This is an optimization exercise on Yosys and OpenROAD, whose aim is small area, a short achievable clock period and few clock cycles per item, not a production implementation.
The RTL was checked by simulation tests, not by an equivalence proof against the original design.

==> flow/design.v, too long to show whole: its modules and the start of the top module <==
// module fxp_mul: 2256 lines
// module taylor_cos: 77 lines
module taylor_cos
(
   input  logic         clock,
   input  logic         reset,
   input  logic         start,
   input  logic [W-1:0] angle_in,
   output logic         ready_out,
   output logic [W-1:0] cos_out
);
  // ...
==> flow/flow/run.sh <==
#!/bin/bash
set -euo pipefail
bash standard.sh SETUP_SLACK_MARGIN=5.5 finish > flow.log 2>&1
==> flow/standard.sh <==
#!/bin/bash
# synth_recipe.tcl (not shown) runs the flow's synth.tcl, then flattens the netlist and writes it again
# the make line also repeats each setting of config.mk as NAME=value (left out here)
make -C /OpenROAD-flow-scripts/flow DESIGN_CONFIG=/design/flow/config.mk WORK_HOME=/design/flow/orfs CLKGATE_MAP_FILE= SYNTH_SCRIPT=/design/flow/synth_recipe.tcl "${@:-finish}"
==> flow/config.mk <==
export PLATFORM = sky130hd
export DESIGN_NAME = taylor_cos
export DESIGN_NICKNAME = taylor_cos
export VERILOG_FILES = /design/flow/design.v
export SDC_FILE = /design/flow/constraint.sdc
export NUM_CORES = 4
export LEC_CHECK = 0
export ABC_AREA = 1
export CAP_MARGIN = 20
export CORE_MARGIN = 2
export CORE_UTILIZATION = 40
export SLEW_MARGIN = 20
export SYNTH_HIERARCHICAL = 1
==> flow/constraint.sdc <==
create_clock -name core_clock -period 12.0 [get_ports {clock}]
set_input_delay 2.4000 -clock core_clock [delete_from_list [all_inputs] [get_ports {clock}]]
set_output_delay 2.4000 -clock core_clock [all_outputs]
set_load 0.01 [all_outputs]
==> results.txt, run 1 <==
Area-dominant class multi-input gates; Slew @ Worst Pin 1.12 ns; Synth area leader fa_1; number of gates resized after CTS between 50 and 60; # clock sinks 57; Compound-Gate Fraction of Synth Area 15.3%; CTS Hold Bufs 0; buffering overhead approximately 7.8%; commonest cells in the netlist 348 x inv_1, 329 x nand2_1, 300 x xor2_1; Worst Reg-to-Reg Cells 21; Hold Path Depth 0; met2 usage approximately 44%; Post-synth top flop edfxtp_1; Core Area between 40000 and 50000 um^2; GR peak layer met2; Tmin final around 6.3 ns; top cells by area, synth fa_1 29%, xor2_1 14%, o22ai_1 9.9%; clk_skew around 0.015 ns; GP Congestion 0.944; outcome timing/DRC/antenna clean; synthesized area ~18000 um^2; final hold slack between 0.4 and 0.5 ns; post-synthesis simple-gate area fraction between 10 and 15%; Hold Crit Start step_q[2]$_DFF_PP0_; Seq/Total Area, Yosys about 9%; Worst Path Arrival ~6.5 ns; Post-CTS Setup Inserts 13; I/O pins 52; max_cap viols 0; Hold Path Class reg -> reg; clk slew on worst S/H paths 0.06 ns; metal2 WL 30500 um; Setup crit end kind flop; Setup CP Type reg -> reg; clock-cell share of area ~1.5%; htree depth 3
Testbench counts, summed over its fixed seeds: cycles 3,072, items 512.
==> module taylor_cos, before the edit <==
module taylor_cos
(
   input  logic         clock,
   input  logic         reset,
   input  logic         start,
   input  logic [W-1:0] angle_in,
   output logic         ready_out,
   output logic [W-1:0] cos_out
);
   logic [4:0]  step_q;     
   logic        ready_q;
   logic [24:0] a_q;        
   logic [24:0] b_q;        
   logic        x23_q;      
   logic        idle;
   logic        accept;
   logic [24:0] s_row;
   logic        e_bit;
   logic [24:0] mul_p;
   logic [3:0]  t;
   logic [24:0] acc4;
   assign idle   = ~|step_q;
   assign accept = idle & start;
   fxp_mul u_mul (
      .a_in (a_q[23:0]),
      .b_in (b_q),
      .s_in (s_row),
      .e_in (e_bit),
      .p_c  (mul_p)
   );
   always_comb begin
      s_row = {1'b0, {23{x23_q}} & b_q[22:0], 1'b0};
      if (step_q[1]) s_row = 25'h1ffd27d;    
      if (step_q[2]) s_row = 25'h0055555;    
      if (step_q[3]) s_row = 25'h1c00000;    
      if (step_q[4]) s_row = 25'h0800000;    
   end
   assign e_bit = step_q[0] & x23_q;
   logic [23:0] x;
   assign x = {x23_q, a_q[22:0]};
   always_comb begin
      t = 4'd0;
      if (x >= 24'd2897)     t = t + 4'd1;
      if (x >= 24'd5931643)  t = t + 4'd1;
      if (x >= 24'd8388609)  t = t + 4'd1;
      if (x >= 24'd10273906) t = t + 4'd1;
      if (x >= 24'd11863284) t = t + 4'd1;
      if (x >= 24'd13263555) t = t + 4'd1;
      if (x >= 24'd14529496) t = t + 4'd1;
      if (x >= 24'd15693649) t = t + 4'd1;
      acc4 = 25'd208 - {21'd0, t};
   end
   always_ff @(posedge clock or posedge reset) begin
      if (reset) begin
         step_q  <= 5'd0;
         ready_q <= 1'b0;
      end else begin
         step_q <= {step_q[3:0], accept};
         if (accept)         ready_q <= 1'b0;
         else if (step_q[4]) ready_q <= 1'b1;
      end
   end
   always_ff @(posedge clock) begin
      if (accept) begin
         a_q   <= {2'b0, angle_in[22:0]};
         b_q   <= {2'b0, angle_in[22:0]};
         x23_q <= angle_in[23];
      end else if (step_q[0]) begin
         a_q <= acc4;
         b_q <= mul_p;
      end else if (!idle) begin
         a_q <= mul_p;
      end
   end
   assign ready_out = ready_q;
   assign cos_out   = a_q[24] ? {W{1'b0}} : a_q[W-1:0];
endmodule
==> run 2: changes to the inputs <==
--- a/flow/design.v
+++ b/flow/design.v
@@ -2,17 +2,16 @@
    localparam int unsigned W    = 24;    
    localparam int unsigned FRAC = 23;    
 endpackage
 module fxp_mul
 (
    input  logic [23:0] a_in,
    input  logic [24:0] b_in,
    input  logic [24:0] s_in,
-   input  logic        e_in,
    output logic [24:0] p_c
 );
    logic [24:0] ax;
    assign ax = {a_in, 1'b0};
    logic [26:0] bx;
    assign bx = {1'b0, b_in, 1'b0};
    logic neg0, one0, two0;
    assign neg0 = ax[2];
@@ -968,19 +967,16 @@
    logic t880;
    logic t881;
    logic t882;
    logic t883;
    logic t884;
    logic t885;
    logic t886;
    logic t887;
-   logic t888;
-   logic t889;
-   logic t890;
    assign t1 = pp0[16] ~^ pp1[14];
    assign t2 = pp0[16] | pp1[14];
    assign t3 = pp0[17] ~^ pp1[15];
    assign t4 = pp0[17] | pp1[15];
    assign t7 = pp0[18] ^ pp1[16];
    assign t5 = t7 ^ pp2[14];
    assign t6 = (pp0[18] & pp1[16]) | (t7 & pp2[14]);
    assign t8 = pp3[12] ~^ pp4[10];
@@ -1593,287 +1589,284 @@
    assign t614 = (pp9[25] & pp10[23]) | (t615 & pp11[21]);
    assign t616 = ~s_in[20] ~^ 1'b0;
    assign t617 = ~s_in[20] | 1'b0;
    assign t620 = neg9 ^ pp10[24];
    assign t618 = t620 ^ pp11[22];
    assign t619 = (neg9 & pp10[24]) | (t620 & pp11[22]);
    assign t621 = pp10[25] ~^ pp11[23];
    assign t622 = pp10[25] | pp11[23];
-   assign t623 = neg10 ~^ pp11[24];
-   assign t624 = neg10 | pp11[24];
-   assign t625 = pp0[4] ~^ pp1[2];
-   assign t626 = pp0[4] | pp1[2];
-   assign t627 = pp0[5] ~^ pp1[3];
-   assign t628 = pp0[5] | pp1[3];
-   assign t631 = pp2[2] ^ pp3[0];
-   assign t629 = t631 ^ ~neg3;
-   assign t630 = (pp2[2] & pp3[0]) | (t631 & ~neg3);
-   assign t634 = pp2[3] ^ pp3[1];
-   assign t632 = t634 ^ t402;
-   assign t633 = (pp2[3] & pp3[1]) | (t634 & t402);
-   assign t637 = ~neg4 ^ t404;
-   assign t635 = t637 ^ t405;
-   assign t636 = (~neg4 & t404) | (t637 & t405);
-   assign t640 = t406 ^ t409;
-   assign t638 = t640 ^ t410;
-   assign t639 = (t406 & t409) | (t640 & t410);
-   assign t643 = t411 ^ t414;
-   assign t641 = t643 ^ t415;
-   assign t642 = (t411 & t414) | (t643 & t415);
-   assign t646 = t416 ^ t419;
-   assign t644 = t646 ^ t421;
-   assign t645 = (t416 & t419) | (t646 & t421);
-   assign t649 = t422 ^ t425;
-   assign t647 = t649 ^ t427;
-   assign t648 = (t422 & t425) | (t649 & t427);
-   assign t652 = t428 ^ t431;
-   assign t650 = t652 ^ t433;
-   assign t651 = (t428 & t431) | (t652 & t433);
-   assign t655 = t434 ^ t437;
-   assign t653 = t655 ^ t439;
-   assign t654 = (t434 & t437) | (t655 & t439);
-   assign t658 = t440 ^ t443;
-   assign t656 = t658 ^ t445;
-   assign t657 = (t440 & t443) | (t658 & t445);
-   assign t661 = t446 ^ t449;
-   assign t659 = t661 ^ t451;
-   assign t660 = (t446 & t449) | (t661 & t451);
-   assign t664 = t452 ^ t455;
-   assign t662 = t664 ^ t457;
-   assign t663 = (t452 & t455) | (t664 & t457);
-   assign t667 = t458 ^ t461;
-   assign t665 = t667 ^ t463;
-   assign t666 = (t458 & t461) | (t667 & t463);
-   assign t670 = t464 ^ t467;
-   assign t668 = t670 ^ t469;
-   assign t669 = (t464 & t467) | (t670 & t469);
-   assign t673 = t470 ^ t473;
-   assign t671 = t673 ^ t475;
-   assign t672 = (t470 & t473) | (t673 & t475);
-   assign t676 = t476 ^ t479;
-   assign t674 = t676 ^ t481;
-   assign t675 = (t476 & t479) | (t676 & t481);
-   assign t679 = t482 ^ t485;
-   assign t677 = t679 ^ t487;
-   assign t678 = (t482 & t485) | (t679 & t487);
-   assign t682 = t488 ^ t491;
-   assign t680 = t682 ^ t493;
-   assign t681 = (t488 & t491) | (t682 & t493);
-   assign t685 = t494 ^ t497;
-   assign t683 = t685 ^ t499;
-   assign t684 = (t494 & t497) | (t685 & t499);
-   assign t688 = t500 ^ t503;
-   assign t686 = t688 ^ t505;
-   assign t687 = (t500 & t503) | (t688 & t505);
-   assign t691 = t506 ^ t509;
-   assign t689 = t691 ^ t511;
-   assign t690 = (t506 & t509) | (t691 & t511);
-   assign t694 = t512 ^ t515;
-   assign t692 = t694 ^ t517;
-   assign t693 = (t512 & t515) | (t694 & t517);
-   assign t697 = t518 ^ t521;
-   assign t695 = t697 ^ t523;
-   assign t696 = (t518 & t521) | (t697 & t523);
-   assign t700 = t524 ^ t527;
-   assign t698 = t700 ^ t529;
-   assign t699 = (t524 & t527) | (t700 & t529);
-   assign t703 = t530 ^ t533;
-   assign t701 = t703 ^ t535;
-   assign t702 = (t530 & t533) | (t703 & t535);
-   assign t706 = t536 ^ t539;
-   assign t704 = t706 ^ t541;
-   assign t705 = (t536 & t539) | (t706 & t541);
-   assign t709 = t542 ^ t545;
-   assign t707 = t709 ^ t547;
-   assign t708 = (t542 & t545) | (t709 & t547);
-   assign t712 = t548 ^ t551;
-   assign t710 = t712 ^ t553;
-   assign t711 = (t548 & t551) | (t712 & t553);
-   assign t715 = t554 ^ t557;
-   assign t713 = t715 ^ t559;
-   assign t714 = (t554 & t557) | (t715 & t559);
-   assign t718 = t560 ^ t563;
-   assign t716 = t718 ^ t565;
-   assign t717 = (t560 & t563) | (t718 & t565);
-   assign t721 = t566 ^ t569;
-   assign t719 = t721 ^ t571;
-   assign t720 = (t566 & t569) | (t721 & t571);
-   assign t724 = t572 ^ t575;
-   assign t722 = t724 ^ t577;
-   assign t723 = (t572 & t575) | (t724 & t577);
-   assign t727 = t578 ^ t581;
-   assign t725 = t727 ^ t583;
-   assign t726 = (t578 & t581) | (t727 & t583);
-   assign t730 = t584 ^ t587;
-   assign t728 = t730 ^ t589;
-   assign t729 = (t584 & t587) | (t730 & t589);
-   assign t733 = t590 ^ t593;
-   assign t731 = t733 ^ t595;
-   assign t732 = (t590 & t593) | (t733 & t595);
-   assign t736 = t596 ^ t599;
-   assign t734 = t736 ^ t601;
-   assign t735 = (t596 & t599) | (t736 & t601);
-   assign t739 = t602 ^ t605;
-   assign t737 = t739 ^ t607;
-   assign t738 = (t602 & t605) | (t739 & t607);
-   assign t742 = t608 ^ t611;
-   assign t740 = t742 ^ t613;
-   assign t741 = (t608 & t611) | (t742 & t613);
-   assign t745 = ~s_in[21] ^ t614;
-   assign t743 = t745 ^ t617;
-   assign t744 = (~s_in[21] & t614) | (t745 & t617);
-   assign t748 = ~s_in[22] ^ 1'b0;
-   assign t746 = t748 ^ t619;
-   assign t747 = (~s_in[22] & 1'b0) | (t748 & t619);
-   assign t751 = ~s_in[23] ^ ~e_in;
-   assign t749 = t751 ^ t622;
-   assign t750 = (~s_in[23] & ~e_in) | (t751 & t622);
-   assign t754 = pp11[25] ^ ~s_in[24];
-   assign t752 = t754 ^ 1'b0;
-   assign t753 = (pp11[25] & ~s_in[24]) | (t754 & 1'b0);
-   assign t755 = pp0[2] ~^ pp1[0];
-   assign t756 = pp0[2] | pp1[0];
-   assign t757 = pp0[3] ~^ pp1[1];
-   assign t758 = pp0[3] | pp1[1];
-   assign t761 = pp2[0] ^ ~neg2;
+   assign t623 = pp0[4] ~^ pp1[2];
+   assign t624 = pp0[4] | pp1[2];
+   assign t625 = pp0[5] ~^ pp1[3];
+   assign t626 = pp0[5] | pp1[3];
+   assign t629 = pp2[2] ^ pp3[0];
+   assign t627 = t629 ^ ~neg3;
+   assign t628 = (pp2[2] & pp3[0]) | (t629 & ~neg3);
+   assign t632 = pp2[3] ^ pp3[1];
+   assign t630 = t632 ^ t402;
+   assign t631 = (pp2[3] & pp3[1]) | (t632 & t402);
+   assign t635 = ~neg4 ^ t404;
+   assign t633 = t635 ^ t405;
+   assign t634 = (~neg4 & t404) | (t635 & t405);
+   assign t638 = t406 ^ t409;
+   assign t636 = t638 ^ t410;
+   assign t637 = (t406 & t409) | (t638 & t410);
+   assign t641 = t411 ^ t414;
+   assign t639 = t641 ^ t415;
+   assign t640 = (t411 & t414) | (t641 & t415);
+   assign t644 = t416 ^ t419;
+   assign t642 = t644 ^ t421;
+   assign t643 = (t416 & t419) | (t644 & t421);
+   assign t647 = t422 ^ t425;
+   assign t645 = t647 ^ t427;
+   assign t646 = (t422 & t425) | (t647 & t427);
+   assign t650 = t428 ^ t431;
+   assign t648 = t650 ^ t433;
+   assign t649 = (t428 & t431) | (t650 & t433);
+   assign t653 = t434 ^ t437;
+   assign t651 = t653 ^ t439;
+   assign t652 = (t434 & t437) | (t653 & t439);
+   assign t656 = t440 ^ t443;
+   assign t654 = t656 ^ t445;
+   assign t655 = (t440 & t443) | (t656 & t445);
+   assign t659 = t446 ^ t449;
+   assign t657 = t659 ^ t451;
+   assign t658 = (t446 & t449) | (t659 & t451);
+   assign t662 = t452 ^ t455;
+   assign t660 = t662 ^ t457;
+   assign t661 = (t452 & t455) | (t662 & t457);
+   assign t665 = t458 ^ t461;
+   assign t663 = t665 ^ t463;
+   assign t664 = (t458 & t461) | (t665 & t463);
+   assign t668 = t464 ^ t467;
+   assign t666 = t668 ^ t469;
+   assign t667 = (t464 & t467) | (t668 & t469);
+   assign t671 = t470 ^ t473;
+   assign t669 = t671 ^ t475;
+   assign t670 = (t470 & t473) | (t671 & t475);
+   assign t674 = t476 ^ t479;
+   assign t672 = t674 ^ t481;
+   assign t673 = (t476 & t479) | (t674 & t481);
+   assign t677 = t482 ^ t485;
+   assign t675 = t677 ^ t487;
+   assign t676 = (t482 & t485) | (t677 & t487);
+   assign t680 = t488 ^ t491;
+   assign t678 = t680 ^ t493;
+   assign t679 = (t488 & t491) | (t680 & t493);
+   assign t683 = t494 ^ t497;
+   assign t681 = t683 ^ t499;
+   assign t682 = (t494 & t497) | (t683 & t499);
+   assign t686 = t500 ^ t503;
+   assign t684 = t686 ^ t505;
+   assign t685 = (t500 & t503) | (t686 & t505);
+   assign t689 = t506 ^ t509;
+   assign t687 = t689 ^ t511;
+   assign t688 = (t506 & t509) | (t689 & t511);
+   assign t692 = t512 ^ t515;
+   assign t690 = t692 ^ t517;
+   assign t691 = (t512 & t515) | (t692 & t517);
+   assign t695 = t518 ^ t521;
+   assign t693 = t695 ^ t523;
+   assign t694 = (t518 & t521) | (t695 & t523);
+   assign t698 = t524 ^ t527;
+   assign t696 = t698 ^ t529;
+   assign t697 = (t524 & t527) | (t698 & t529);
+   assign t701 = t530 ^ t533;
+   assign t699 = t701 ^ t535;
+   assign t700 = (t530 & t533) | (t701 & t535);
+   assign t704 = t536 ^ t539;
+   assign t702 = t704 ^ t541;
+   assign t703 = (t536 & t539) | (t704 & t541);
+   assign t707 = t542 ^ t545;
+   assign t705 = t707 ^ t547;
+   assign t706 = (t542 & t545) | (t707 & t547);
+   assign t710 = t548 ^ t551;
+   assign t708 = t710 ^ t553;
+   assign t709 = (t548 & t551) | (t710 & t553);
+   assign t713 = t554 ^ t557;
+   assign t711 = t713 ^ t559;
+   assign t712 = (t554 & t557) | (t713 & t559);
+   assign t716 = t560 ^ t563;
+   assign t714 = t716 ^ t565;
+   assign t715 = (t560 & t563) | (t716 & t565);
+   assign t719 = t566 ^ t569;
+   assign t717 = t719 ^ t571;
+   assign t718 = (t566 & t569) | (t719 & t571);
+   assign t722 = t572 ^ t575;
+   assign t720 = t722 ^ t577;
+   assign t721 = (t572 & t575) | (t722 & t577);
+   assign t725 = t578 ^ t581;
+   assign t723 = t725 ^ t583;
+   assign t724 = (t578 & t581) | (t725 & t583);
+   assign t728 = t584 ^ t587;
+   assign t726 = t728 ^ t589;
+   assign t727 = (t584 & t587) | (t728 & t589);
+   assign t731 = t590 ^ t593;
+   assign t729 = t731 ^ t595;
+   assign t730 = (t590 & t593) | (t731 & t595);
+   assign t734 = t596 ^ t599;
+   assign t732 = t734 ^ t601;
+   assign t733 = (t596 & t599) | (t734 & t601);
+   assign t737 = t602 ^ t605;
+   assign t735 = t737 ^ t607;
+   assign t736 = (t602 & t605) | (t737 & t607);
+   assign t740 = t608 ^ t611;
+   assign t738 = t740 ^ t613;
+   assign t739 = (t608 & t611) | (t740 & t613);
+   assign t743 = ~s_in[21] ^ t614;
+   assign t741 = t743 ^ t617;
+   assign t742 = (~s_in[21] & t614) | (t743 & t617);
+   assign t746 = ~s_in[22] ^ 1'b0;
+   assign t744 = t746 ^ t619;
+   assign t745 = (~s_in[22] & 1'b0) | (t746 & t619);
+   assign t749 = neg10 ^ pp11[24];
+   assign t747 = t749 ^ ~s_in[23];
+   assign t748 = (neg10 & pp11[24]) | (t749 & ~s_in[23]);
+   assign t750 = pp11[25] ~^ ~s_in[24];
+   assign t751 = pp11[25] | ~s_in[24];
+   assign t752 = pp0[2] ~^ pp1[0];
+   assign t753 = pp0[2] | pp1[0];
+   assign t754 = pp0[3] ~^ pp1[1];
+   assign t755 = pp0[3] | pp1[1];
+   assign t758 = pp2[0] ^ ~neg2;
+   assign t756 = t758 ^ t623;
+   assign t757 = (pp2[0] & ~neg2) | (t758 & t623);
+   assign t761 = pp2[1] ^ t624;
    assign t759 = t761 ^ t625;
-   assign t760 = (pp2[0] & ~neg2) | (t761 & t625);
-   assign t764 = pp2[1] ^ t626;
+   assign t760 = (pp2[1] & t624) | (t761 & t625);
+   assign t764 = t401 ^ t626;
    assign t762 = t764 ^ t627;
-   assign t763 = (pp2[1] & t626) | (t764 & t627);
-   assign t767 = t401 ^ t628;
-   assign t765 = t767 ^ t629;
-   assign t766 = (t401 & t628) | (t767 & t629);
-   assign t770 = t403 ^ t630;
-   assign t768 = t770 ^ t632;
-   assign t769 = (t403 & t630) | (t770 & t632);
-   assign t773 = t408 ^ t633;
-   assign t771 = t773 ^ t635;
-   assign t772 = (t408 & t633) | (t773 & t635);
-   assign t776 = t413 ^ t636;
-   assign t774 = t776 ^ t638;
-   assign t775 = (t413 & t636) | (t776 & t638);
-   assign t779 = t418 ^ t639;
-   assign t777 = t779 ^ t641;
-   assign t778 = (t418 & t639) | (t779 & t641);
-   assign t782 = t424 ^ t642;
-   assign t780 = t782 ^ t644;
-   assign t781 = (t424 & t642) | (t782 & t644);
-   assign t785 = t430 ^ t645;
-   assign t783 = t785 ^ t647;
-   assign t784 = (t430 & t645) | (t785 & t647);
-   assign t788 = t436 ^ t648;
-   assign t786 = t788 ^ t650;
-   assign t787 = (t436 & t648) | (t788 & t650);
-   assign t791 = t442 ^ t651;
-   assign t789 = t791 ^ t653;
-   assign t790 = (t442 & t651) | (t791 & t653);
-   assign t794 = t448 ^ t654;
-   assign t792 = t794 ^ t656;
-   assign t793 = (t448 & t654) | (t794 & t656);
-   assign t797 = t454 ^ t657;
-   assign t795 = t797 ^ t659;
-   assign t796 = (t454 & t657) | (t797 & t659);
-   assign t800 = t460 ^ t660;
-   assign t798 = t800 ^ t662;
-   assign t799 = (t460 & t660) | (t800 & t662);
-   assign t803 = t466 ^ t663;
-   assign t801 = t803 ^ t665;
-   assign t802 = (t466 & t663) | (t803 & t665);
-   assign t806 = t472 ^ t666;
-   assign t804 = t806 ^ t668;
-   assign t805 = (t472 & t666) | (t806 & t668);
-   assign t809 = t478 ^ t669;
-   assign t807 = t809 ^ t671;
-   assign t808 = (t478 & t669) | (t809 & t671);
-   assign t812 = t484 ^ t672;
-   assign t810 = t812 ^ t674;
-   assign t811 = (t484 & t672) | (t812 & t674);
-   assign t815 = t490 ^ t675;
-   assign t813 = t815 ^ t677;
-   assign t814 = (t490 & t675) | (t815 & t677);
-   assign t818 = t496 ^ t678;
-   assign t816 = t818 ^ t680;
-   assign t817 = (t496 & t678) | (t818 & t680);
-   assign t821 = t502 ^ t681;
-   assign t819 = t821 ^ t683;
-   assign t820 = (t502 & t681) | (t821 & t683);
-   assign t824 = t508 ^ t684;
-   assign t822 = t824 ^ t686;
-   assign t823 = (t508 & t684) | (t824 & t686);
-   assign t827 = t514 ^ t687;
-   assign t825 = t827 ^ t689;
-   assign t826 = (t514 & t687) | (t827 & t689);
-   assign t830 = t520 ^ t690;
-   assign t828 = t830 ^ t692;
-   assign t829 = (t520 & t690) | (t830 & t692);
-   assign t833 = t526 ^ t693;
-   assign t831 = t833 ^ t695;
-   assign t832 = (t526 & t693) | (t833 & t695);
-   assign t836 = t532 ^ t696;
-   assign t834 = t836 ^ t698;
-   assign t835 = (t532 & t696) | (t836 & t698);
-   assign t839 = t538 ^ t699;
-   assign t837 = t839 ^ t701;
-   assign t838 = (t538 & t699) | (t839 & t701);
-   assign t842 = t544 ^ t702;
-   assign t840 = t842 ^ t704;
-   assign t841 = (t544 & t702) | (t842 & t704);
-   assign t845 = t550 ^ t705;
-   assign t843 = t845 ^ t707;
-   assign t844 = (t550 & t705) | (t845 & t707);
-   assign t848 = t556 ^ t708;
-   assign t846 = t848 ^ t710;
-   assign t847 = (t556 & t708) | (t848 & t710);
-   assign t851 = t562 ^ t711;
-   assign t849 = t851 ^ t713;
-   assign t850 = (t562 & t711) | (t851 & t713);
-   assign t854 = t568 ^ t714;
-   assign t852 = t854 ^ t716;
-   assign t853 = (t568 & t714) | (t854 & t716);
-   assign t857 = t574 ^ t717;
-   assign t855 = t857 ^ t719;
-   assign t856 = (t574 & t717) | (t857 & t719);
-   assign t860 = t580 ^ t720;
-   assign t858 = t860 ^ t722;
-   assign t859 = (t580 & t720) | (t860 & t722);
-   assign t863 = t586 ^ t723;
-   assign t861 = t863 ^ t725;
-   assign t862 = (t586 & t723) | (t863 & t725);
-   assign t866 = t592 ^ t726;
-   assign t864 = t866 ^ t728;
-   assign t865 = (t592 & t726) | (t866 & t728);
-   assign t869 = t598 ^ t729;
-   assign t867 = t869 ^ t731;
-   assign t868 = (t598 & t729) | (t869 & t731);
-   assign t872 = t604 ^ t732;
-   assign t870 = t872 ^ t734;
-   assign t871 = (t604 & t732) | (t872 & t734);
-   assign t875 = t610 ^ t735;
-   assign t873 = t875 ^ t737;
-   assign t874 = (t610 & t735) | (t875 & t737);
-   assign t878 = t616 ^ t738;
-   assign t876 = t878 ^ t740;
-   assign t877 = (t616 & t738) | (t878 & t740);
-   assign t881 = t618 ^ t741;
-   assign t879 = t881 ^ t743;
-   assign t880 = (t618 & t741) | (t881 & t743);
-   assign t884 = t621 ^ t744;
-   assign t882 = t884 ^ t746;
-   assign t883 = (t621 & t744) | (t884 & t746);
-   assign t887 = t623 ^ t747;
-   assign t885 = t887 ^ t749;
-   assign t886 = (t623 & t747) | (t887 & t749);
-   assign t890 = t624 ^ t750;
-   assign t888 = t890 ^ t752;
-   assign t889 = (t624 & t750) | (t890 & t752);
+   assign t763 = (t401 & t626) | (t764 & t627);
+   assign t767 = t403 ^ t628;
+   assign t765 = t767 ^ t630;
+   assign t766 = (t403 & t628) | (t767 & t630);
+   assign t770 = t408 ^ t631;
+   assign t768 = t770 ^ t633;
+   assign t769 = (t408 & t631) | (t770 & t633);
+   assign t773 = t413 ^ t634;
+   assign t771 = t773 ^ t636;
+   assign t772 = (t413 & t634) | (t773 & t636);
+   assign t776 = t418 ^ t637;
+   assign t774 = t776 ^ t639;
+   assign t775 = (t418 & t637) | (t776 & t639);
+   assign t779 = t424 ^ t640;
+   assign t777 = t779 ^ t642;
+   assign t778 = (t424 & t640) | (t779 & t642);
+   assign t782 = t430 ^ t643;
+   assign t780 = t782 ^ t645;
+   assign t781 = (t430 & t643) | (t782 & t645);
+   assign t785 = t436 ^ t646;
+   assign t783 = t785 ^ t648;
+   assign t784 = (t436 & t646) | (t785 & t648);
+   assign t788 = t442 ^ t649;
+   assign t786 = t788 ^ t651;
+   assign t787 = (t442 & t649) | (t788 & t651);
+   assign t791 = t448 ^ t652;
+   assign t789 = t791 ^ t654;
+   assign t790 = (t448 & t652) | (t791 & t654);
+   assign t794 = t454 ^ t655;
+   assign t792 = t794 ^ t657;
+   assign t793 = (t454 & t655) | (t794 & t657);
+   assign t797 = t460 ^ t658;
+   assign t795 = t797 ^ t660;
+   assign t796 = (t460 & t658) | (t797 & t660);
+   assign t800 = t466 ^ t661;
+   assign t798 = t800 ^ t663;
+   assign t799 = (t466 & t661) | (t800 & t663);
+   assign t803 = t472 ^ t664;
+   assign t801 = t803 ^ t666;
+   assign t802 = (t472 & t664) | (t803 & t666);
+   assign t806 = t478 ^ t667;
+   assign t804 = t806 ^ t669;
+   assign t805 = (t478 & t667) | (t806 & t669);
+   assign t809 = t484 ^ t670;
+   assign t807 = t809 ^ t672;
+   assign t808 = (t484 & t670) | (t809 & t672);
+   assign t812 = t490 ^ t673;
+   assign t810 = t812 ^ t675;
+   assign t811 = (t490 & t673) | (t812 & t675);
+   assign t815 = t496 ^ t676;
+   assign t813 = t815 ^ t678;
+   assign t814 = (t496 & t676) | (t815 & t678);
+   assign t818 = t502 ^ t679;
+   assign t816 = t818 ^ t681;
+   assign t817 = (t502 & t679) | (t818 & t681);
+   assign t821 = t508 ^ t682;
+   assign t819 = t821 ^ t684;
+   assign t820 = (t508 & t682) | (t821 & t684);
+   assign t824 = t514 ^ t685;
+   assign t822 = t824 ^ t687;
+   assign t823 = (t514 & t685) | (t824 & t687);
+   assign t827 = t520 ^ t688;
+   assign t825 = t827 ^ t690;
+   assign t826 = (t520 & t688) | (t827 & t690);
+   assign t830 = t526 ^ t691;
+   assign t828 = t830 ^ t693;
+   assign t829 = (t526 & t691) | (t830 & t693);
+   assign t833 = t532 ^ t694;
+   assign t831 = t833 ^ t696;
+   assign t832 = (t532 & t694) | (t833 & t696);
+   assign t836 = t538 ^ t697;
+   assign t834 = t836 ^ t699;
+   assign t835 = (t538 & t697) | (t836 & t699);
+   assign t839 = t544 ^ t700;
+   assign t837 = t839 ^ t702;
+   assign t838 = (t544 & t700) | (t839 & t702);
+   assign t842 = t550 ^ t703;
+   assign t840 = t842 ^ t705;
+   assign t841 = (t550 & t703) | (t842 & t705);
+   assign t845 = t556 ^ t706;
+   assign t843 = t845 ^ t708;
+   assign t844 = (t556 & t706) | (t845 & t708);
+   assign t848 = t562 ^ t709;
+   assign t846 = t848 ^ t711;
+   assign t847 = (t562 & t709) | (t848 & t711);
+   assign t851 = t568 ^ t712;
+   assign t849 = t851 ^ t714;
+   assign t850 = (t568 & t712) | (t851 & t714);
+   assign t854 = t574 ^ t715;
+   assign t852 = t854 ^ t717;
+   assign t853 = (t574 & t715) | (t854 & t717);
+   assign t857 = t580 ^ t718;
+   assign t855 = t857 ^ t720;
+   assign t856 = (t580 & t718) | (t857 & t720);
+   assign t860 = t586 ^ t721;
+   assign t858 = t860 ^ t723;
+   assign t859 = (t586 & t721) | (t860 & t723);
+   assign t863 = t592 ^ t724;
+   assign t861 = t863 ^ t726;
+   assign t862 = (t592 & t724) | (t863 & t726);
+   assign t866 = t598 ^ t727;
+   assign t864 = t866 ^ t729;
+   assign t865 = (t598 & t727) | (t866 & t729);
+   assign t869 = t604 ^ t730;
+   assign t867 = t869 ^ t732;
+   assign t868 = (t604 & t730) | (t869 & t732);
+   assign t872 = t610 ^ t733;
+   assign t870 = t872 ^ t735;
+   assign t871 = (t610 & t733) | (t872 & t735);
+   assign t875 = t616 ^ t736;
+   assign t873 = t875 ^ t738;
+   assign t874 = (t616 & t736) | (t875 & t738);
+   assign t878 = t618 ^ t739;
+   assign t876 = t878 ^ t741;
+   assign t877 = (t618 & t739) | (t878 & t741);
+   assign t881 = t621 ^ t742;
+   assign t879 = t881 ^ t744;
+   assign t880 = (t621 & t742) | (t881 & t744);
+   assign t884 = t622 ^ t745;
+   assign t882 = t884 ^ t747;
+   assign t883 = (t622 & t745) | (t884 & t747);
+   assign t887 = 1'b0 ^ t748;
+   assign t885 = t887 ^ t750;
+   assign t886 = (1'b0 & t748) | (t887 & t750);
    logic [47:0] r0, r1;
-   assign r0 = {t886, t883, t880, t877, t874, t871, t868, t865, t862, t859, t856, t853, t850, t847, t844, t841, t838, t835, t832, t829, t826, t823, t820, t817, t814, t811, t808, t805, t802, t799, t796, t793, t790, t787, t784, t781, t778, t775, t772, t769, t766, t763, t760, t758, t756, ~neg1, pp0[1], pp0[0]};
-   assign r1 = {t888, t885, t882, t879, t876, t873, t870, t867, t864, t861, t858, t855, t852, t849, t846, t843, t840, t837, t834, t831, t828, t825, t822, t819, t816, t813, t810, t807, t804, t801, t798, t795, t792, t789, t786, t783, t780, t777, t774, t771, t768, t765, t762, t759, t757, t755, 1'b1, ~neg0};
+   assign r0 = {t883, t880, t877, t874, t871, t868, t865, t862, t859, t856, t853, t850, t847, t844, t841, t838, t835, t832, t829, t826, t823, t820, t817, t814, t811, t808, t805, t802, t799, t796, t793, t790, t787, t784, t781, t778, t775, t772, t769, t766, t763, t760, t757, t755, t753, ~neg1, pp0[1], pp0[0]};
+   assign r1 = {t885, t882, t879, t876, t873, t870, t867, t864, t861, t858, t855, t852, t849, t846, t843, t840, t837, t834, t831, t828, t825, t822, t819, t816, t813, t810, t807, t804, t801, t798, t795, t792, t789, t786, t783, t780, t777, t774, t771, t768, t765, t762, t759, t756, t754, t752, 1'b1, ~neg0};
    logic [47:0] g0, p0;
    assign g0 = {r0[47:1] & r1[47:1], r0[0] | r1[0]};
    assign p0 = r0 ^ r1;
    logic g1_1, p1_1;
    assign g1_1 = g0[1] | (p0[1] & g0[0]);
    assign p1_1 = p0[1] & p0[0];
    logic g1_3, p1_3;
    assign g1_3 = g0[3] | (p0[3] & g0[2]);
@@ -2267,70 +2260,67 @@
    input  logic [W-1:0] angle_in,
    output logic         ready_out,
    output logic [W-1:0] cos_out
 );
    logic [4:0]  step_q;     
    logic        ready_q;
    logic [24:0] a_q;        
    logic [24:0] b_q;        
-   logic        x23_q;      
    logic        idle;
    logic        accept;
    logic [24:0] s_row;
-   logic        e_bit;
    logic [24:0] mul_p;
    logic [3:0]  t;
    logic [24:0] acc4;
+   logic [23:0] x;
+   assign x = a_q[23:0];
    assign idle   = ~|step_q;
    assign accept = idle & start;
    fxp_mul u_mul (
       .a_in (a_q[23:0]),
       .b_in (b_q),
       .s_in (s_row),
-      .e_in (e_bit),
       .p_c  (mul_p)
    );
    always_comb begin
-      s_row = {1'b0, {23{x23_q}} & b_q[22:0], 1'b0};
+      s_row = {{24{b_q[23]}} & b_q[23:0], 1'b0};
       if (step_q[1]) s_row = 25'h1ffd27d;    
       if (step_q[2]) s_row = 25'h0055555;    
       if (step_q[3]) s_row = 25'h1c00000;    
       if (step_q[4]) s_row = 25'h0800000;    
    end
-   assign e_bit = step_q[0] & x23_q;
-   logic [23:0] x;
-   assign x = {x23_q, a_q[22:0]};
-   always_comb begin
-      t = 4'd0;
-      if (x >= 24'd2897)     t = t + 4'd1;
-      if (x >= 24'd5931643)  t = t + 4'd1;
-      if (x >= 24'd8388609)  t = t + 4'd1;
-      if (x >= 24'd10273906) t = t + 4'd1;
-      if (x >= 24'd11863284) t = t + 4'd1;
-      if (x >= 24'd13263555) t = t + 4'd1;
-      if (x >= 24'd14529496) t = t + 4'd1;
-      if (x >= 24'd15693649) t = t + 4'd1;
-      acc4 = 25'd208 - {21'd0, t};
-   end
+   logic [7:0] c;
+   assign c[0] = x >= 24'd2897;
+   assign c[1] = x >= 24'd5931643;
+   assign c[2] = x >= 24'd8388609;
+   assign c[3] = x >= 24'd10273906;
+   assign c[4] = x >= 24'd11863284;
+   assign c[5] = x >= 24'd13263555;
+   assign c[6] = x >= 24'd14529496;
+   assign c[7] = x >= 24'd15693649;
+   assign t[3] = c[7];
+   assign t[2] = c[3] & ~c[7];
+   assign t[1] = (c[1] & ~c[3]) | (c[5] & ~c[7]);
+   assign t[0] = (c[0] & ~c[1]) | (c[2] & ~c[3]) | (c[4] & ~c[5]) | (c[6] & ~c[7]);
+   assign acc4 = 25'd208 - {21'd0, t};
    always_ff @(posedge clock or posedge reset) begin
       if (reset) begin
          step_q  <= 5'd0;
          ready_q <= 1'b0;
       end else begin
          step_q <= {step_q[3:0], accept};
          if (accept)         ready_q <= 1'b0;
          else if (step_q[4]) ready_q <= 1'b1;
       end
    end
    always_ff @(posedge clock) begin
       if (accept) begin
-         a_q   <= {2'b0, angle_in[22:0]};
-         b_q   <= {2'b0, angle_in[22:0]};
-         x23_q <= angle_in[23];
+         a_q   <= {1'b0, angle_in};
+         b_q   <= {1'b0, angle_in};
       end else if (step_q[0]) begin
          a_q <= acc4;
          b_q <= mul_p;
       end else if (!idle) begin
          a_q <= mul_p;
       end
    end
    assign ready_out = ready_q;
==> flow/flow/run.sh (replaced) <==
#!/bin/bash
set -euo pipefail
bash standard.sh SETUP_SLACK_MARGIN=5.5 "BUFFER_PORTS_ARGS=-buffer_cell sky130_fd_sc_hd__buf_1" finish > flow.log 2>&1
==> run 2 against run 1 <==
Sequential share of layout area is 0.55 points higher. Count of clock-buffer cells in the layout is 3 lower. Core utilization is 1.1 points lower. Flip-flop and latch count is 1 lower. Critical path depth is 3 higher. Synthesized cell count is 5.6% lower. Die area is 3.9% lower. Still clean on timing, DRC and antenna. Cell count is 5.7% lower. Largest cell class unchanged. Highest routed layer is now met4. Clock skew is 0.0078 ns lower. Via count is 5.6% lower.
==> results.txt, run 2 <==
slowest CP cell fa_1; port bufs 51; vias in the first global route between 15000 and 20000; Vias approximately 16000; CP max stage delay approximately 0.57 ns; Die X between 200 and 250 um; most frequent cells in the layout 323 x inv_1, 298 x xor2_1, 283 x o22ai_1; top flop regs a_q: 25 flops, b_q: 25 flops, step_q: 5 flops; share of layout cells above drive strength 1 8.62%; Post-synth top flop edfxtp_1; antenna violations before repair 0; first-pass GRT wire length 95100 um; dpl ws around 5 ns; Async SR Flop Fraction between 10% and 20%; GRT Overall Usage between 20% and 30%; Worst Setup Start Kind flop; Worst Reg-to-Reg Cells 24 (+14%); Overflow after GRT 0; RSZ-0062 raised after global routing no; CP Data Required Time between 10 and 15 ns; Starting DRT DRC Count 1909; Tmin final 6.35 ns (+0.0513 ns); synth unique cells between 40 and 50; routed len/inst approximately 23 um; die area approximately 45000 um^2; final hold violation count 0; Core Area 43100 um^2 (-4.7%); top-count cell post-synth inv_1; Setup crit end kind flop; htree depth 2 (-1); Die H about 210 um; final cell count without fillers about 2800; post-DP HPWL 42500 um; yosys synthesis warning count 7; Seq/Total Area, Yosys 9.33% (+0.31 points); fin. max-slew vios 0; clock root buffer master clkbuf_16; wl on met1 approximately 25000 um; share of Yosys cell area claimed by the top area cell type between 20 and 30%; Initial Utilization 40.6%; outcome timing/DRC/antenna clean; top cells by area, synth fa_1 30%, xor2_1 15%, o22ai_1 10%; Post-synth EDFFs between 40 and 50; Post-Route WL about 62000 um; synthesized area 17500 um^2 (-3.9%); # clock sinks 56 (-1.8%); met3 wire len 6440 um; placed instance count approximately 2700; Endpoint, Worst Hold step_q[3]$_DFF_PP0_; clk_skew 0.00714 ns (-0.00781 ns); Residual DRC 0; routed vias/inst about 5.9; ANT cells 0; final setup margin between 5 and 6 ns; CTS tree built; r2r setup slk ~5.6 ns; Slew @ Worst Pin 1.15 ns (+0.0264 ns); crit-path cells buf_12 > nor2_1 > a21oi_4 > buf_4 > o22ai_1 > xor2_1 > fa_1 > fa_1 > fa_1 > fa_1 > fa_1 > inv_1 > ha_1 > nand2_1 > nor2_1 > nand2_1 > nand3_4 > a21oi_2 > nand2_4 > inv_1 > fa_1 > xor2_1 > inv_1 > o31ai_1; FP Rows 76; Synth Instances 2183; DRT antenna net count 0; Area after DPL roughly 18000 um^2; most common cell after layout, fill and taps aside inv_1; Sum Neg Setup Slack 0 ns; Mean Syn Cell Area about 8 um^2; Max Fanout on Critical Path 33; headroom to the max-slew limit a little under a quarter; commonest cells in the netlist 330 x inv_1, 299 x xor2_1, 289 x nand2_1; I/O pins 52 (unchanged); Clock Tree Buf Depth 2; period utilization 52.9%; Hold Path Depth 0 (unchanged); Setup CP Type reg -> reg; Critical R2R Launch a_q[7]$_DFFE_PP_; final count of negative-setup-slack endpoints 0; Synth area leader fa_1; Mapped Nets ~2600; clk slew on worst S/H paths 0.08 ns (+0.02 ns); Clk Latency, worst-skew pair 0.30 ns; Worst R2R End a_q[10]$_DFFE_PP_; pin count of the biggest net entering global routing between 60 and 70; Design Area, Final about 19000 um^2; max_cap viols 0 (unchanged); Hold Path Class reg -> reg; metal2 WL 28400 um (-7.0%); CTS Buf Count 5; Area Overhead vs Synth 9.74%; WP buf/inv 5; Top Layer Used met4; cell family with most CP delay adder cells; Hold Crit Start step_q[2]$_DFF_PP0_; GP Congestion 0.931 (-1.4%); most frequent CP cell fa_1; f_max 157 MHz; final net count ~2600; TritonRoute pass-1 iters 5; Synth Register Bits 56; Worst Path Arrival 6.48 ns (about the same)
[run 2: cell count changes after synthesis, moves of 7 or more]
cell     before  now
nand2_2      19   12
ha_1         89   81
nand2_1     329  289
inv_1       348  330
nand3_2      12    1
a21oi_2       8    1
o21ai_0      51   42
nor2_1      141  153
nand3_1      76   56
[run 2: kinds of logic (layout without fill, tap and decap cells)]
family	after synthesis	in the layout	synth area share [%]
AO/OA/AOI/OAI	437	439	15.1
XOR/XNOR	307	307	15.4
adder cells (fa/ha/maj)	342	342	35.7
buffers and inverters	490	487	11.3
flip-flops	56	56	9.33
multiplexers	1	1	0.0644
AND/OR/NAND/NOR	550	550	13.1
[run 2: timing repair]
action | in CTS | in global routing
pin swaps | 3 | 5
gates resized for setup | 57 | 63
setup buffers | 13 | 20
endpoints found under the setup margin | 43 | 34
hold buffers | 0 | 0
cloned | 6 | 2
[run 2: final cells by class]
type | instances | area (um^2)
clock inverters | 2 | 38.8
clock buffers | 6 | 129
fillers | 4317 | 23900
repair inverters | 3 | 22.5
repair buffers | 137 | 1110
well taps | 585 | 732
multi-input cells | 1639 | 14200
inverters | 339 | 1340
flip-flops and latches | 56 | 1630
[run 2: worst max-delay path by stage]
stage / from / end / slack [ns] / depth (start not counted)
final: a_q[7]$_DFFE_PP_ / a_q[10]$_DFFE_PP_ / 5.65 / 24
after CTS: a_q[3]$_DFFE_PP_ / a_q[14]$_DFFE_PP_ / 5.56 / 26
after floorplan: a_q[11]$_DFFE_PP_ / a_q[10]$_DFFE_PP_ / 5.85 / 25
after global placement: a_q[11]$_DFFE_PP_ / a_q[10]$_DFFE_PP_ / 4.94 / 24
after global routing: a_q[7]$_DFFE_PP_ / a_q[10]$_DFFE_PP_ / 5.44 / 27
after detailed placement: a_q[11]$_DFFE_PP_ / a_q[10]$_DFFE_PP_ / 4.89 / 24
[run 2: per-module statistics from Yosys (local to each module, per instance)]
module	area [um^2]	cells	copies in the design
fxp_mul	13900	1694	1
taylor_cos	3570	489	1
[run 2: routing by layer]
| layer | GRT usage [%] | vias to the layer above |
|---|---|---|
| met5 | 0 | - |
| met4 | 11.6 | 0 |
| met3 | 5.71 | 198 |
| met2 | 44.0 | 985 |
| met1 | 36.1 | 7952 |
| li1 | - | 7083 |
[run 2: worst reg2reg max path, cell delays in order, from the launching register on]
cell	delay, ns
edfxtp_1	0.37
buf_12	0.26
nor2_1	0.16
a21oi_4	0.33
buf_4	0.32
o22ai_1	0.11
xor2_1	0.19
fa_1	0.57
fa_1	0.44
fa_1	0.41
fa_1	0.48
fa_1	0.49
inv_1	0.04
ha_1	0.29
nand2_1	0.11
nor2_1	0.20
nand2_1	0.13
nand3_4	0.16
a21oi_2	0.10
nand2_4	0.10
inv_1	0.06
fa_1	0.37
xor2_1	0.19
inv_1	0.08
o31ai_1	0.23
[run 2: stage by stage]
stage | utilization (%) | hold slack, ns
4_1_cts | 43.4 | 0.482
6_report | 44.6 | 0.471
2_1_floorplan | - | 0.403
3_5_place_dp | 42.1 | 0.468
5_1_grt | 44.6 | 0.517
3_3_place_gp | 42.1 | 0.467
Testbench counts of run 2, summed over its fixed seeds: cycles 3,072, items 512.
==> run 3: changes to the inputs <==
--- a/flow/design.v
+++ b/flow/design.v
@@ -2264,5 +2264,5 @@
    logic [4:0]  step_q;     
    logic        ready_q;
-   logic [24:0] a_q;        
+   logic [23:0] a_q;        
    logic [24:0] b_q;        
    logic        idle;
@@ -2273,9 +2273,9 @@
    logic [24:0] acc4;
    logic [23:0] x;
-   assign x = a_q[23:0];
+   assign x = a_q;
    assign idle   = ~|step_q;
    assign accept = idle & start;
    fxp_mul u_mul (
-      .a_in (a_q[23:0]),
+      .a_in (a_q),
       .b_in (b_q),
       .s_in (s_row),
@@ -2315,14 +2315,14 @@
    always_ff @(posedge clock) begin
       if (accept) begin
-         a_q   <= {1'b0, angle_in};
+         a_q   <= angle_in;
          b_q   <= {1'b0, angle_in};
       end else if (step_q[0]) begin
-         a_q <= acc4;
+         a_q <= acc4[23:0];
          b_q <= mul_p;
       end else if (!idle) begin
-         a_q <= mul_p;
+         a_q <= mul_p[23:0];
       end
    end
    assign ready_out = ready_q;
-   assign cos_out   = a_q[24] ? {W{1'b0}} : a_q[W-1:0];
+   assign cos_out   = (a_q[23] & a_q[22]) ? {W{1'b0}} : a_q;
 endmodule
==> run 3 against run 2 <==
Register-to-register slack lost 0.03 ns. Synthesized cell count shrank 0.50%. Hold slack lost 0.017 ns. Clock skew grew 0.0055 ns. Via count grew 0.97%. Die area shrank 0.47%. Routed wire length grew 0.34%. Count of clock-buffer cells in the layout shrank 1. Sequential share of layout area shrank 0.13 points. Area after synthesis shrank 0.48%. Final area grew 0.41%.
==> results.txt, run 3 <==
outcome timing/DRC/antenna clean; Biggest register b_q; first-pass GRT wire length 93900 um (-1.2%); clock root buffer master clkbuf_16; final count of negative-setup-slack endpoints 0 (unchanged); fin. max-slew vios 0 (unchanged); max_cap viols 0 (unchanged); Worst R2R End a_q[10]$_DFFE_PP_; final cell count without fillers 2763 (-0.14%); post-DP HPWL 43200 um (+1.7%); headroom to the max-slew limit 24.4% (+0.89 points); Initial Utilization 40.5% (-0.11 points); Clk Latency, worst-skew pair 0.31 ns (about the same); die area 45200 um^2 (-0.47%); Worst Setup Start Kind flop; Starting DRT DRC Count 2058 (+7.8%); FP Rows 76 (unchanged); share of layout cells above drive strength 1 9.14% (+0.53 points); CTS tree built; most frequent CP cell fa_1; Synth Instances 2172 (-0.50%); Synth Register Bits 55 (-1.8%); routed len/inst 22.7 um (+0.49%); antenna violations before repair 1 (+1); Mapped Nets 2541 (-0.43%); Mean Syn Cell Area 8.01 um^2 (about the same); f_max 157 MHz (-0.50%); Overflow after GRT 0 (unchanged); Setup crit start b_q[7]$_DFFE_PP_; # clock sinks 55 (-1.8%); top flop regs b_q: 25 flops, a_q: 24 flops, step_q: 5 flops; Seq/Total Area, Yosys 9.26% (-0.070 points); Residual DRC 0 (unchanged); Tmin final 6.38 ns (+0.0321 ns); Setup CP Type reg -> reg; clk_skew 0.0126 ns (+0.00549 ns); Post-Route WL 62600 um (+0.34%); Hold Path Class reg -> reg; crit-path cells inv_1 > o22ai_1 > xor2_1 > fa_1 > fa_1 > fa_1 > fa_1 > fa_1 > inv_1 > ha_1 > nand2_2 > nor2_4 > nand2_1 > nor2_2 > nand2_2 > nand2_8 > inv_1 > fa_1 > xor2_1 > inv_1 > o31ai_2; CTS Buf Count 5 (unchanged); Slew @ Worst Pin 1.13 ns (-0.0134 ns); Core Area 43000 um^2 (-0.22%); Post-synth top flop edfxtp_1; Hold Crit Start step_q[2]$_DFF_PP0_; clk slew on worst S/H paths 0.08 ns (about the same); top cells by area, synth fa_1 30%, xor2_1 15%, o22ai_1 10%; CP max stage delay 0.81 ns (+0.24 ns); Max Fanout on Critical Path 24 (-27%); Synth area leader fa_1; Die H 213 um (-0.24%); Critical R2R Launch b_q[7]$_DFFE_PP_; Sum Neg Setup Slack 0 ns (unchanged); final setup margin 5.62 ns (-0.0321 ns); htree depth 2 (unchanged); vias in the first global route 16298 (-1.5%); CP Data Required Time 12.14 ns (about the same); most frequent cells in the layout 320 x inv_1, 298 x xor2_1, 286 x o22ai_1; Worst Path Arrival 6.52 ns (+0.04 ns); Post-synth EDFFs 48 (unchanged); Die X 213 um (-0.24%); FF/Latch Area 1610 um^2 (-1.1%); Vias 16376 (+0.97%); GP Congestion 0.946 (+1.6%); area of the multi-input gates 14200 um^2 (+0.19%); top-count cell post-synth inv_1; final hold violation count 0 (unchanged); most common cell after layout, fill and taps aside inv_1; yosys synthesis warning count 7 (unchanged); slowest CP cell inv_1; port bufs 51 (unchanged); I/O pins 52 (unchanged); Async SR Flop Fraction 10.9% (+0.19 points); number of flip-flops in the largest register 25; synthesized area 17400 um^2 (-0.48%); placed instance count 2705 (-0.48%); final hold slack 0.453 ns (-0.0174 ns); GRT Overall Usage 27.3% (-0.22 points); CP endpoint a_q[10]$_DFFE_PP_; share of Yosys cell area claimed by the top area cell type 30.0% (+0.14 points); CTS Hold Bufs 0 (unchanged); RSZ-0062 raised after global routing yes; DRT antenna net count 0 (unchanged); routed vias/inst 5.93 (+1.1%); commonest cells in the netlist 328 x inv_1, 299 x xor2_1, 287 x o22ai_1; Worst Reg-to-Reg Cells 21 (-13%); fillers 4331 (+0.32%); Area Overhead vs Synth 10.7%; r2r setup slk 5.62 ns (-0.03 ns); synth unique cells 45 (-2.2%); Clock Tree Buf Depth 2 (unchanged); Setup crit end kind flop; pin count of the biggest net entering global routing 68 (+3.0%); TritonRoute pass-1 iters 8 (+3); final net count 2545 (-0.20%); period utilization 53.2% (+0.27 points); dpl ws 4.77 ns (-0.116 ns)
run 3: Yosys stat by module (local to each module, per instance):
module	cell area [um^2]	flops+latches
fxp_mul	13900	0
taylor_cos	3490	55
run 3: layout make-up:
class	count	area share (%)
multi-input cells	1632	73.8
clock buffers	5	0.649
clock inverters	3	0.123
repair buffers	142	6.25
flip-flops and latches	55	8.37
repair inverters	2	0.0779
well taps	585	3.80
inverters	338	6.92
diodes	1	0.0130
run 3: per-stage QoR:
step                      instance area, um^2  util (%)
after global placement                  18000      42.0
after CTS                               18600      43.2
after detailed placement                18000      42.0
after global routing                    19300      44.8
after floorplan                         17400         -
final                                   19300      44.8
run 3: worst min path at each step:
stage / to / depth (start not counted)
after detailed placement: step_q[3]$_DFF_PP0_ / 0
after global routing: step_q[3]$_DFF_PP0_ / 0
after CTS: step_q[3]$_DFF_PP0_ / 0
final: step_q[3]$_DFF_PP0_ / 0
after global placement: step_q[3]$_DFF_PP0_ / 0
after floorplan: step_q[1]$_DFF_PP0_ / 0
run 3: critical path: cells and delay by family (launching register included):
kind,cells,cell delay (ns)
AOI/OAI and AO/OA,2,0.46
adders and majority gates,7,3.04
xor gates and xnor gates,2,0.47
DFF,1,0.44
and+or+nand+nor,6,0.79
buffers and inverters,4,1.00
run 3: logic make-up after synthesis:
logic type / Yosys count / synth area share [%]
AO/OA/AOI/OAI: 439 / 15.3
buffers and inverters: 488 / 11.2
AND/OR/NAND/NOR: 540 / 12.9
adder cells (fa/ha/maj): 342 / 35.8
multiplexers: 1 / 0.0647
XOR/XNOR: 307 / 15.4
flip-flops: 55 / 9.26
run 3: timing repair:
item	4_1_cts	5_1_grt
gates resized for setup	63	70
buffers inserted	10	27
hold endpoints to repair	0	0
pin swaps	2	26
cloned	5	7
setup endpoints to repair	45	33
run 3: routing by layer:
layer / part of all wire (%) / vias to the layer above / track usage, %
met5: 0 / - / 0
met4: 4.7 / 0 / 10.9
met3: 11 / 242 / 4.40
met2: 45 / 1104 / 43.6
met1: 40 / 7949 / 36.9
li1: - / 7081 / -
Testbench counts of run 3, summed over its fixed seeds: cycles 3,072, items 512.

## re-timing with driven ports
Ports are ideal in the flow. The routed layouts listed here were re-timed in OpenROAD. Step 1 (the two cells are an assumption about what drives the block):
set clk [get_ports {clock}]
set_driving_cell -lib_cell sky130_fd_sc_hd__clkbuf_16 $clk
set_driving_cell -lib_cell sky130_fd_sc_hd__buf_2 [delete_from_list [all_inputs] $clk]
Step 2 times the ports against the registers' clock, not the clock port: input delays grow and output delays shrink by t, the midpoint of the rising clock arrivals with the driver on. Slacks: no drivers / after step 1 / after step 2; pairs: no drivers / after step 1.
run | t, ns | setup WS [ns] | worst hold slack (ns) | worst setup path at the end | clock arrival spread, ns
run 1 | 0.377 | 5.700 / 5.700 / 5.700 | 0.424 / 0.424 / 0.424 | register to register | 0.015 / 0.014
run 2 | 0.335 | 5.649 / 5.649 / 5.649 | 0.471 / 0.471 / 0.471 | register to register | 0.007 / 0.007
run 3 | 0.340 | 5.617 / 5.617 / 5.617 | 0.453 / 0.453 / 0.453 | register to register | 0.013 / 0.013
After both steps every run listed still meets setup and hold.
